This design comes from an exercise in tuning for small area, a short achievable clock period and few clock cycles per item on the open sky130 flow, not from production work.
At most, simulation tests tie the RTL to the original design; equivalence was not proved.
No activity file was given, so power comes from the tool's default toggle rates.

==> delta <==
// icmp4_to_icmp6_header_translate
module icmp4_to_icmp6_header_translate
#(
  parameter int PLATEAU_SLOTS = i46_pkg::PLATEAU_SLOTS_DEF
) (
  input  logic                  clk_i,
  input  logic                  rst_ni,
  input  logic                  cfg_we_i,
  input  logic [i46_pkg::CFG_IDX_W-1:0]  cfg_idx_i,
  input  logic [i46_pkg::CFG_DATA_W-1:0] cfg_data_i,
  input  logic                  in_valid_i,
  output logic                  in_ready_o,
  input  logic [7:0]            in_icmp4_type_i,
  input  logic [7:0]            in_icmp4_code_i,
  input  logic [31:0]           in_icmp4_rest_i,
  input  logic [15:0]           in_echo_identifier_i,
  input  logic [15:0]           in_inner_total_length_i,
  input  logic [15:0]           in_out_link_mtu_i,
  input  logic [15:0]           in_in_link_mtu_i,
  output logic                  out_valid_o,
  input  logic                  out_ready_i,
  output logic                  out_verdict_o,
  output logic                  out_is_error_message_o,
  output logic [7:0]            out_msg6_type_o,
  output logic [7:0]            out_msg6_code_o,
  output logic [31:0]           out_icmp6_rest_o
);
  localparam int NGRP = (PLATEAU_SLOTS + 3) / 4;
  localparam logic [3:0] K_DROP     = 4'd0;
  localparam logic [3:0] K_ECHO_REQ = 4'd1;   
  localparam logic [3:0] K_ECHO_REP = 4'd2;   
  localparam logic [3:0] K_NO_ROUTE = 4'd3;
  localparam logic [3:0] K_PROTO    = 4'd4;
  localparam logic [3:0] K_PORT     = 4'd5;
  localparam logic [3:0] K_FRAG     = 4'd6;   
  localparam logic [3:0] K_ADMIN    = 4'd7;
  localparam logic [3:0] K_TIME     = 4'd8;   
  localparam logic [3:0] K_PARAM    = 4'd9;   
  logic [PLATEAU_SLOTS*SLOT_W-1:0] plateau_q;
  logic [NGRP-1:0]   written_q;
  logic [CNT_W-1:0]  count_q;
  logic              raise_q;
  for (genvar s = 0; s < PLATEAU_SLOTS; s++) begin : g_slot
    localparam int G = s / 4;
    localparam int L = s % 4;
    always_ff @(posedge clk_i) begin
      if (cfg_we_i && (cfg_idx_i == CFG_IDX_W'(G))) begin
        plateau_q[SLOT_W*s +: SLOT_W] <= cfg_data_i[SLOT_W*L +: SLOT_W];
      end
    end
  end
  for (genvar g = 0; g < NGRP; g++) begin : g_wr
  ...
Settings: LEC_CHECK=0, CAP_MARGIN=20, CORE_MARGIN=2, CORE_UTILIZATION=40, SLEW_MARGIN=20; clock period 5.5 ns.
run.sh (not shown) runs the stock make flow with config.mk's settings and CLKGATE_MAP_FILE= SYNTH_SCRIPT=/design/flow/synth_recipe.tcl, a recipe that flattens the netlist after the stock synthesis.
==> maple: changes against delta <==
--- a/flow/design.v
+++ b/flow/design.v
@@ -91,16 +91,39 @@
   assign tnz = |tot_len_i;
   always_comb begin
     for (int i = 0; i < PLATEAU_SLOTS; i++) begin
       hit_o[i] = (count_i > CNT_W'(i)) &&
                  (written_i[i/4] ? (slots_i[SLOT_W*i +: SLOT_W] < tot_len_i) : tnz);
     end
   end
 endmodule
+module i46_plateau_pick
+#(
+  parameter int PLATEAU_SLOTS = i46_pkg::PLATEAU_SLOTS_DEF
+) (
+  input  logic [PLATEAU_SLOTS*i46_pkg::SLOT_W-1:0] slots_i,
+  input  logic [(PLATEAU_SLOTS+3)/4-1:0]           written_i,
+  input  logic [PLATEAU_SLOTS-1:0]   hit_i,
+  output logic [i46_pkg::SLOT_W-1:0] value_o
+);
+  logic [PLATEAU_SLOTS-1:0] first;
+  always_comb begin
+    value_o = '0;
+    for (int i = 0; i < PLATEAU_SLOTS; i++) begin
+      first[i] = hit_i[i];
+      for (int j = 0; j < i; j++) begin
+        first[i] = first[i] & !hit_i[j];
+      end
+      if (first[i] && written_i[i/4]) begin
+        value_o = value_o | slots_i[SLOT_W*i +: SLOT_W];
+      end
+    end
+  end
+endmodule
 `timescale 1ns / 1ps
 import i46_pkg::*;
 module icmp4_to_icmp6_header_translate
 #(
   parameter int PLATEAU_SLOTS = i46_pkg::PLATEAU_SLOTS_DEF
 ) (
   input  logic                  clk_i,
   input  logic                  rst_ni,
@@ -212,24 +235,22 @@
       8'd17: r = 8'd24;
       8'd18: r = 8'd24;
       8'd19: r = 8'd24;
       default: r = PTR_NONE;
     endcase
     ptr_map = r;
   endfunction
   logic [3:0]         k1_d, k1_q;
-  logic [15:0]        a1_d, a1_q, b1_q;
+  logic [15:0]        a1_d, a1_q, b1_q, c1_q;
   logic [PLATEAU_SLOTS-1:0] hit1_d, hit1_q;
   logic               sel4_d, sel4_q;
   logic [7:0]         ptr6;
-  logic [SLOT_W:0]    m4_sum;
   assign ptr6   = ptr_map(in_icmp4_rest_i[31:24]);
-  assign m4_sum = {1'b0, in_in_link_mtu_i} + IPV4_HDR_LEN;
-  assign sel4_d = m4_sum < {1'b0, in_out_link_mtu_i};
+  assign sel4_d = ({1'b0, in_in_link_mtu_i} + IPV4_HDR_LEN) < {1'b0, in_out_link_mtu_i};
   i46_plateau_search #(
     .PLATEAU_SLOTS (PLATEAU_SLOTS)
   ) u_search (
     .slots_i   (plateau_q),
     .written_i (written_q),
     .count_i   (count_q),
     .tot_len_i (in_inner_total_length_i),
     .hit_o     (hit1_d)
@@ -257,67 +278,69 @@
             && (ptr6 != PTR_NONE)) begin
           k1_d = K_PARAM;
         end
       end
       default:             k1_d = K_DROP;
     endcase
   end
   always_comb begin
-    case (k1_d)
-      K_ECHO_REQ, K_ECHO_REP: a1_d = in_echo_identifier_i;
-      K_FRAG:                 a1_d = sel4_d ? in_in_link_mtu_i : in_out_link_mtu_i;
-      K_TIME:                 a1_d = {8'b0, in_icmp4_code_i};
-      default:                a1_d = {8'b0, ptr6};
+    case (in_icmp4_type_i)
+      ICMP4_ECHO_REQUEST, ICMP4_ECHO_REPLY: a1_d = in_echo_identifier_i;
+      ICMP4_DEST_UNREACH:                   a1_d = in_out_link_mtu_i;
+      ICMP4_TIME_EXCEEDED:                  a1_d = {8'b0, in_icmp4_code_i};
+      default:                              a1_d = {8'b0, ptr6};
     endcase
   end
   always_ff @(posedge clk_i) begin
     if (in_fire) begin
       k1_q   <= k1_d;
       a1_q   <= a1_d;
       b1_q   <= in_icmp4_rest_i[15:0];
+      c1_q   <= in_in_link_mtu_i;
       hit1_q <= hit1_d;
       sel4_q <= sel4_d;
     end
   end
   logic [3:0]        k2_q;
   logic [15:0]       a2_d, a2_q, b2_d, b2_q;
-  logic [15:0]       plat, lnk, lnk_fl;
-  logic [PLATEAU_SLOTS-1:0] first;
+  logic [16:0]       c2_d, c2_q;
+  logic [15:0]       plat, lnk, lnk_m20;
+  logic              lnk_low, lnk_ok;
   logic              frag1;
-  always_comb begin
-    plat = '0;
-    for (int i = 0; i < PLATEAU_SLOTS; i++) begin
-      first[i] = hit1_q[i];
-      for (int j = 0; j < i; j++) begin
-        first[i] = first[i] & !hit1_q[j];
-      end
-      if (first[i] && written_q[i/4]) begin
-        plat = plat | plateau_q[SLOT_W*i +: SLOT_W];
-      end
-    end
-  end
-  assign lnk    = sel4_q ? (a1_q + 16'd20) : a1_q;
-  assign lnk_fl = (raise_q && (lnk < MIN_MTU6)) ? MIN_MTU6 : lnk;
-  assign frag1  = (k1_q == K_FRAG);
-  assign a2_d = frag1 ? lnk_fl : a1_q;
+  i46_plateau_pick #(
+    .PLATEAU_SLOTS (PLATEAU_SLOTS)
+  ) u_pick (
+    .slots_i   (plateau_q),
+    .written_i (written_q),
+    .hit_i     (hit1_q),
+    .value_o   (plat)
+  );
+  assign lnk     = sel4_q ? (c1_q + 16'd20) : a1_q;
+  assign lnk_m20 = sel4_q ? c1_q : (a1_q - 16'd20);
+  assign lnk_low = raise_q && (sel4_q ? (c1_q < 16'd1260) : (a1_q < MIN_MTU6));
+  assign lnk_ok  = raise_q || sel4_q || (a1_q >= 16'd20);
+  assign frag1   = (k1_q == K_FRAG);
+  assign a2_d = frag1 ? (lnk_low ? MIN_MTU6 : lnk) : a1_q;
   assign b2_d = (frag1 && (b1_q == '0)) ? plat : b1_q;
+  assign c2_d = {lnk_ok, lnk_low ? 16'd1260 : lnk_m20};
   always_ff @(posedge clk_i) begin
     if (v1_q && rdy2) begin
       k2_q <= k1_q;
       a2_q <= a2_d;
       b2_q <= b2_d;
+      c2_q <= c2_d;
     end
   end
   i46_pkg::i46_s3_t  s3_d, s3_q;
-  logic [SLOT_W:0]   pkt_sum;
   logic [SLOT_W-1:0] pkt_fl, mtu;
-  assign pkt_sum = {1'b0, b2_q} + IPV4_HDR_LEN;
-  assign pkt_fl  = (raise_q && (pkt_sum < {1'b0, MIN_MTU6})) ? MIN_MTU6 : pkt_sum[SLOT_W-1:0];
-  assign mtu     = (pkt_sum < {1'b0, a2_q}) ? pkt_fl : a2_q;
+  logic              use_pkt;
+  assign pkt_fl  = (raise_q && (b2_q < 16'd1260)) ? MIN_MTU6 : (b2_q + 16'd20);
+  assign use_pkt = c2_q[16] && (b2_q < c2_q[15:0]);
+  assign mtu     = use_pkt ? pkt_fl : a2_q;
   always_comb begin
     s3_d = '0;
     case (k2_q)
       K_ECHO_REQ: begin
         s3_d.msg6_type  = ICMP6_ECHO_REQUEST;
         s3_d.icmp6_rest = {a2_q, b2_q};
       end
       K_ECHO_REP: begin
==> flow/flow/run.sh (new file) <==
#!/bin/bash
# The standard layout, with plain buffers on the ports instead of the
# delay buffers buffer_ports picks by default, and a clock tree with larger
# sink clusters and no dummy loads.
set -euo pipefail
export BUFFER_PORTS_ARGS="-buffer_cell sky130_fd_sc_hd__buf_1"
export CTS_ARGS="-sink_clustering_enable -repair_clock_nets -dont_use_dummy_load -buf_list sky130_fd_sc_hd__clkbuf_16 -sink_clustering_size 20 -sink_clustering_max_diameter 80"
bash standard.sh > standard.log 2>&1
==> flow/standard.sh (new file) <==
#!/bin/bash
# synth_recipe.tcl (not shown) runs the flow's synth.tcl, then flattens the netlist and writes it again
# the make line also repeats each setting of config.mk as NAME=value (left out here)
make -C /OpenROAD-flow-scripts/flow DESIGN_CONFIG=/design/flow/config.mk WORK_HOME=/design/flow/orfs CLKGATE_MAP_FILE= SYNTH_SCRIPT=/design/flow/synth_recipe.tcl "${@:-finish}"
Settings changed: CTS_BUF_LIST from default to sky130_fd_sc_hd__clkbuf_8, SETUP_SLACK_MARGIN from default to 2.72.
removed: flow/run.sh
==> ember: changes against delta <==
--- a/flow/design.v
+++ b/flow/design.v
@@ -91,16 +91,39 @@
   assign tnz = |tot_len_i;
   always_comb begin
     for (int i = 0; i < PLATEAU_SLOTS; i++) begin
       hit_o[i] = (count_i > CNT_W'(i)) &&
                  (written_i[i/4] ? (slots_i[SLOT_W*i +: SLOT_W] < tot_len_i) : tnz);
     end
   end
 endmodule
+module i46_plateau_pick
+#(
+  parameter int PLATEAU_SLOTS = i46_pkg::PLATEAU_SLOTS_DEF
+) (
+  input  logic [PLATEAU_SLOTS*i46_pkg::SLOT_W-1:0] slots_i,
+  input  logic [(PLATEAU_SLOTS+3)/4-1:0]           written_i,
+  input  logic [PLATEAU_SLOTS-1:0]   hit_i,
+  output logic [i46_pkg::SLOT_W-1:0] value_o
+);
+  logic [PLATEAU_SLOTS-1:0] first;
+  always_comb begin
+    value_o = '0;
+    for (int i = 0; i < PLATEAU_SLOTS; i++) begin
+      first[i] = hit_i[i];
+      for (int j = 0; j < i; j++) begin
+        first[i] = first[i] & !hit_i[j];
+      end
+      if (first[i] && written_i[i/4]) begin
+        value_o = value_o | slots_i[SLOT_W*i +: SLOT_W];
+      end
+    end
+  end
+endmodule
 `timescale 1ns / 1ps
 import i46_pkg::*;
 module icmp4_to_icmp6_header_translate
 #(
   parameter int PLATEAU_SLOTS = i46_pkg::PLATEAU_SLOTS_DEF
 ) (
   input  logic                  clk_i,
   input  logic                  rst_ni,
@@ -165,39 +188,39 @@
       if (cfg_idx_i == CFG_PLATEAU_N) begin
         count_q <= cfg_data_i[CNT_W-1:0];
       end
       if (cfg_idx_i == CFG_RAISE_MIN) begin
         raise_q <= cfg_data_i[0];
       end
     end
   end
-  logic v1_q, v2_q, v3_q;
+  logic v1_q, v2_q, v3_q, full_q;
+  logic v1_d, v2_d, v3_d;
   logic rdy1, rdy2, rdy3;
   logic in_fire;
   assign rdy3       = !v3_q || out_ready_i;
   assign rdy2       = !v2_q || rdy3;
-  assign rdy1       = !v1_q || rdy2;
+  assign rdy1       = !full_q || out_ready_i;
   assign in_ready_o = rdy1;
   assign in_fire    = in_valid_i && rdy1;
+  assign v1_d = rdy1 ? in_valid_i : v1_q;
+  assign v2_d = rdy2 ? v1_q : v2_q;
+  assign v3_d = rdy3 ? v2_q : v3_q;
   always_ff @(posedge clk_i or negedge rst_ni) begin
     if (!rst_ni) begin
-      v1_q <= 1'b0;
-      v2_q <= 1'b0;
-      v3_q <= 1'b0;
+      v1_q   <= 1'b0;
+      v2_q   <= 1'b0;
+      v3_q   <= 1'b0;
+      full_q <= 1'b0;
     end else begin
-      if (rdy1) begin
-        v1_q <= in_valid_i;
-      end
-      if (rdy2) begin
-        v2_q <= v1_q;
-      end
-      if (rdy3) begin
-        v3_q <= v2_q;
-      end
+      v1_q   <= v1_d;
+      v2_q   <= v2_d;
+      v3_q   <= v3_d;
+      full_q <= v1_d && v2_d && v3_d;
     end
   end
   function automatic logic [7:0] ptr_map(input logic [7:0] p);
     logic [7:0] r;
     case (p)
       8'd0:  r = 8'd0;
       8'd1:  r = 8'd1;
       8'd2:  r = 8'd4;
@@ -212,24 +235,22 @@
       8'd17: r = 8'd24;
       8'd18: r = 8'd24;
       8'd19: r = 8'd24;
       default: r = PTR_NONE;
     endcase
     ptr_map = r;
   endfunction
   logic [3:0]         k1_d, k1_q;
-  logic [15:0]        a1_d, a1_q, b1_q;
+  logic [15:0]        a1_d, a1_q, b1_q, c1_q;
   logic [PLATEAU_SLOTS-1:0] hit1_d, hit1_q;
   logic               sel4_d, sel4_q;
   logic [7:0]         ptr6;
-  logic [SLOT_W:0]    m4_sum;
   assign ptr6   = ptr_map(in_icmp4_rest_i[31:24]);
-  assign m4_sum = {1'b0, in_in_link_mtu_i} + IPV4_HDR_LEN;
-  assign sel4_d = m4_sum < {1'b0, in_out_link_mtu_i};
+  assign sel4_d = ({1'b0, in_in_link_mtu_i} + IPV4_HDR_LEN) < {1'b0, in_out_link_mtu_i};
   i46_plateau_search #(
     .PLATEAU_SLOTS (PLATEAU_SLOTS)
   ) u_search (
     .slots_i   (plateau_q),
     .written_i (written_q),
     .count_i   (count_q),
     .tot_len_i (in_inner_total_length_i),
     .hit_o     (hit1_d)
@@ -257,114 +278,123 @@
             && (ptr6 != PTR_NONE)) begin
           k1_d = K_PARAM;
         end
       end
       default:             k1_d = K_DROP;
     endcase
   end
   always_comb begin
-    case (k1_d)
-      K_ECHO_REQ, K_ECHO_REP: a1_d = in_echo_identifier_i;
-      K_FRAG:                 a1_d = sel4_d ? in_in_link_mtu_i : in_out_link_mtu_i;
-      K_TIME:                 a1_d = {8'b0, in_icmp4_code_i};
-      default:                a1_d = {8'b0, ptr6};
+    case (in_icmp4_type_i)
+      ICMP4_ECHO_REQUEST, ICMP4_ECHO_REPLY: a1_d = in_echo_identifier_i;
+      ICMP4_DEST_UNREACH:                   a1_d = in_out_link_mtu_i;
+      ICMP4_TIME_EXCEEDED:                  a1_d = {8'b0, in_icmp4_code_i};
+      default:                              a1_d = {8'b0, ptr6};
     endcase
   end
   always_ff @(posedge clk_i) begin
     if (in_fire) begin
       k1_q   <= k1_d;
       a1_q   <= a1_d;
       b1_q   <= in_icmp4_rest_i[15:0];
+      c1_q   <= in_in_link_mtu_i;
       hit1_q <= hit1_d;
       sel4_q <= sel4_d;
     end
   end
   logic [3:0]        k2_q;
-  logic [15:0]       a2_d, a2_q, b2_d, b2_q;
-  logic [15:0]       plat, lnk, lnk_fl;
-  logic [PLATEAU_SLOTS-1:0] first;
-  logic              frag1;
+  logic [15:0]       a2_d, a2_q, b2_d, b2_q, b2_other;
+  logic [16:0]       c2_d, c2_q;
+  logic [15:0]       plat, lnk, lnk_m20;
+  logic              lnk_low, lnk_ok;
+  logic              frag1, sel_plat;
+  i46_plateau_pick #(
+    .PLATEAU_SLOTS (PLATEAU_SLOTS)
+  ) u_pick (
+    .slots_i   (plateau_q),
+    .written_i (written_q),
+    .hit_i     (hit1_q),
+    .value_o   (plat)
+  );
+  assign lnk     = sel4_q ? (c1_q + 16'd20) : a1_q;
+  assign lnk_m20 = sel4_q ? c1_q : (a1_q - 16'd20);
+  assign lnk_low = raise_q && (sel4_q ? (c1_q < 16'd1260) : (a1_q < MIN_MTU6));
+  assign lnk_ok  = raise_q || sel4_q || (a1_q >= 16'd20);
+  assign frag1   = (k1_q == K_FRAG);
   always_comb begin
-    plat = '0;
-    for (int i = 0; i < PLATEAU_SLOTS; i++) begin
-      first[i] = hit1_q[i];
-      for (int j = 0; j < i; j++) begin
-        first[i] = first[i] & !hit1_q[j];
-      end
-      if (first[i] && written_q[i/4]) begin
-        plat = plat | plateau_q[SLOT_W*i +: SLOT_W];
-      end
-    end
+    case (k1_q)
+      K_ECHO_REQ, K_ECHO_REP: a2_d = b1_q;
+      K_FRAG:                 a2_d = lnk_low ? MIN_MTU6 : lnk;
+      K_PROTO:                a2_d = {8'b0, PTR6_NEXT_HDR};
+      K_PARAM:                a2_d = a1_q;
+      default:                a2_d = '0;
+    endcase
   end
-  assign lnk    = sel4_q ? (a1_q + 16'd20) : a1_q;
-  assign lnk_fl = (raise_q && (lnk < MIN_MTU6)) ? MIN_MTU6 : lnk;
-  assign frag1  = (k1_q == K_FRAG);
-  assign a2_d = frag1 ? lnk_fl : a1_q;
-  assign b2_d = (frag1 && (b1_q == '0)) ? plat : b1_q;
+  assign sel_plat = frag1 && (b1_q == '0);
+  assign b2_other = frag1 ? b1_q : a1_q;
+  assign b2_d     = sel_plat ? plat : b2_other;
+  assign c2_d     = {frag1 && lnk_ok, lnk_low ? 16'd1260 : lnk_m20};
   always_ff @(posedge clk_i) begin
     if (v1_q && rdy2) begin
       k2_q <= k1_q;
       a2_q <= a2_d;
       b2_q <= b2_d;
+      c2_q <= c2_d;
     end
   end
   i46_pkg::i46_s3_t  s3_d, s3_q;
-  logic [SLOT_W:0]   pkt_sum;
-  logic [SLOT_W-1:0] pkt_fl, mtu;
-  assign pkt_sum = {1'b0, b2_q} + IPV4_HDR_LEN;
-  assign pkt_fl  = (raise_q && (pkt_sum < {1'b0, MIN_MTU6})) ? MIN_MTU6 : pkt_sum[SLOT_W-1:0];
-  assign mtu     = (pkt_sum < {1'b0, a2_q}) ? pkt_fl : a2_q;
+  logic [SLOT_W-1:0] pkt_fl;
+  logic              use_pkt;
+  assign pkt_fl  = (raise_q && (b2_q < 16'd1260)) ? MIN_MTU6 : (b2_q + 16'd20);
+  assign use_pkt = c2_q[16] && (b2_q < c2_q[15:0]);
   always_comb begin
     s3_d = '0;
+    s3_d.icmp6_rest[15:0] = use_pkt ? pkt_fl : a2_q;
     case (k2_q)
       K_ECHO_REQ: begin
-        s3_d.msg6_type  = ICMP6_ECHO_REQUEST;
-        s3_d.icmp6_rest = {a2_q, b2_q};
+        s3_d.msg6_type         = ICMP6_ECHO_REQUEST;
+        s3_d.icmp6_rest[31:16] = b2_q;
       end
       K_ECHO_REP: begin
-        s3_d.msg6_type  = ICMP6_ECHO_REPLY;
-        s3_d.icmp6_rest = {a2_q, b2_q};
+        s3_d.msg6_type         = ICMP6_ECHO_REPLY;
+        s3_d.icmp6_rest[31:16] = b2_q;
       end
       K_NO_ROUTE: begin
         s3_d.is_error_message = 1'b1;
         s3_d.msg6_type        = ICMP6_DEST_UNREACH;
         s3_d.msg6_code        = DU6_NO_ROUTE;
       end
       K_PROTO: begin
         s3_d.is_error_message = 1'b1;
         s3_d.msg6_type        = ICMP6_PARAM_PROBLEM;
         s3_d.msg6_code        = PP6_NEXT_HDR;
-        s3_d.icmp6_rest       = {24'b0, PTR6_NEXT_HDR};
       end
       K_PORT: begin
         s3_d.is_error_message = 1'b1;
         s3_d.msg6_type        = ICMP6_DEST_UNREACH;
         s3_d.msg6_code        = DU6_PORT;
       end
       K_FRAG: begin
         s3_d.is_error_message = 1'b1;
         s3_d.msg6_type        = ICMP6_PKT_TOO_BIG;
-        s3_d.icmp6_rest       = {16'b0, mtu};
       end
       K_ADMIN: begin
         s3_d.is_error_message = 1'b1;
         s3_d.msg6_type        = ICMP6_DEST_UNREACH;
         s3_d.msg6_code        = DU6_ADMIN_PROHIB;
       end
       K_TIME: begin
         s3_d.is_error_message = 1'b1;
         s3_d.msg6_type        = ICMP6_TIME_EXCEEDED;
-        s3_d.msg6_code        = a2_q[7:0];
+        s3_d.msg6_code        = b2_q[7:0];
       end
       K_PARAM: begin
         s3_d.is_error_message = 1'b1;
         s3_d.msg6_type        = ICMP6_PARAM_PROBLEM;
         s3_d.msg6_code        = PP6_HDR_FIELD;
-        s3_d.icmp6_rest       = {24'b0, a2_q[7:0]};
       end
       default: begin
         s3_d.verdict = 1'b1;
       end
     endcase
   end
   always_ff @(posedge clk_i) begin
     if (v2_q && rdy3) begin
==> flow/flow/run.sh (new file) <==
#!/bin/bash
# The standard layout, with plain buffers on the ports instead of the
# delay buffers buffer_ports picks by default, and a clock tree with larger
# sink clusters and no dummy loads.
set -euo pipefail
export BUFFER_PORTS_ARGS="-buffer_cell sky130_fd_sc_hd__buf_1"
export CTS_ARGS="-sink_clustering_enable -repair_clock_nets -dont_use_dummy_load -buf_list sky130_fd_sc_hd__clkbuf_16 -sink_clustering_size 20 -sink_clustering_max_diameter 80"
bash standard.sh > standard.log 2>&1
==> flow/standard.sh (new file) <==
#!/bin/bash
# synth_recipe.tcl (not shown) runs the flow's synth.tcl, then flattens the netlist and writes it again
# the make line also repeats each setting of config.mk as NAME=value (left out here)
make -C /OpenROAD-flow-scripts/flow DESIGN_CONFIG=/design/flow/config.mk WORK_HOME=/design/flow/orfs CLKGATE_MAP_FILE= SYNTH_SCRIPT=/design/flow/synth_recipe.tcl "${@:-finish}"
Settings changed: CTS_BUF_LIST from default to sky130_fd_sc_hd__clkbuf_8, SETUP_SLACK_MARGIN from default to 2.95.
removed: flow/run.sh
==> comparison table <==
	maple	delta	ember
Clock-net power	1.70 mW	2.47 mW	1.71 mW
Wire length on met3	4.902 mm	4.048 mm	4.501 mm
Instance area after placement	22000 um^2	22000 um^2	22430 um^2
Area of the placeable core	50270 um^2	46750 um^2	51090 um^2
CTS sink count	367	334	368
CTS buffer count	25	37	25
Routing usage on met3	3.757%	4.946%	3.334%
Number of detailed-routing iterations run before antenna repair	6	5	6
Hold Path Sink	k2_q[3]	v3_q	v2_q
Clock power share	27.2%	37.4%	26.8%
Non-Filler Cell Area, Final	23010 um^2	23200 um^2	24580 um^2
Static Leak	8.541 nW	8.848 nW	9.120 nW
P_sw	1.734 mW	1.707 mW	1.781 mW
Result of the run	complete, no violations	complete, no violations	complete, no violations
Final sequential cell count	367	334	368
Crit path capture	hit1_q[2]	a1_q[13]	sel4_q
Number of instances in the synthesized netlist	1681	1604	1713
Clock transition at the registers of the reported paths	0.08 ns	0.06 ns	0.08 ns
Setup slack at placement	2.071 ns	0.8665 ns	1.812 ns
Multi-input gate area	9029 um^2	8643 um^2	9838 um^2
Initial Utilization	40.56%	40.76%	40.35%
Final worst slack	2.736 ns	1.428 ns	2.777 ns
Tap cell count	672	607	680
Post-synth EDFFs	356	323	356
Chip Height	229.8 um	222.3 um	231.0 um
Met1 Routed Length	26.36 mm	26.89 mm	29.12 mm
Power drawn by the sequential cells	3.48 mW	3.13 mW	3.47 mW
Testbench counts of maple, summed over its fixed seeds: cycles 8,448, items 8,192.
No functional check of the RTL was part of delta and ember.

[separate check: timing with driven ports]
No port has a modelled driver above. Below, the same layouts with a new extraction and two added sets of constraints. Step 1 sets driving cells, clkbuf_16 on the clock port and buf_2 on the other inputs (assumed; they add their load-dependent delay and slew). Step 2 moves the port delays by t, midway between the first and last clock arrival at a register: inputs arrive t later, outputs are due t later. That takes back most of the time a late clock gives input paths. Three values: ideal ports, drivers, drivers and shift; two values: the first two.
run	t (ns)	setup slack, ns	latest minus earliest clock arrival (ns)	cell pins on the clock port's net
delta	0.601	1.428 / 1.457 / 0.857	0.016 / 0.015	1
maple	0.604	2.736 / 2.764 / 2.160	0.038 / 0.038	1
ember	0.603	2.777 / 2.759 / 2.156	0.044 / 0.044	1
After both steps setup and hold are still met in every run listed. For ember, which loses most, drivers alone change the setup slack by -0.018 ns; drivers and shift together by -0.621 ns.
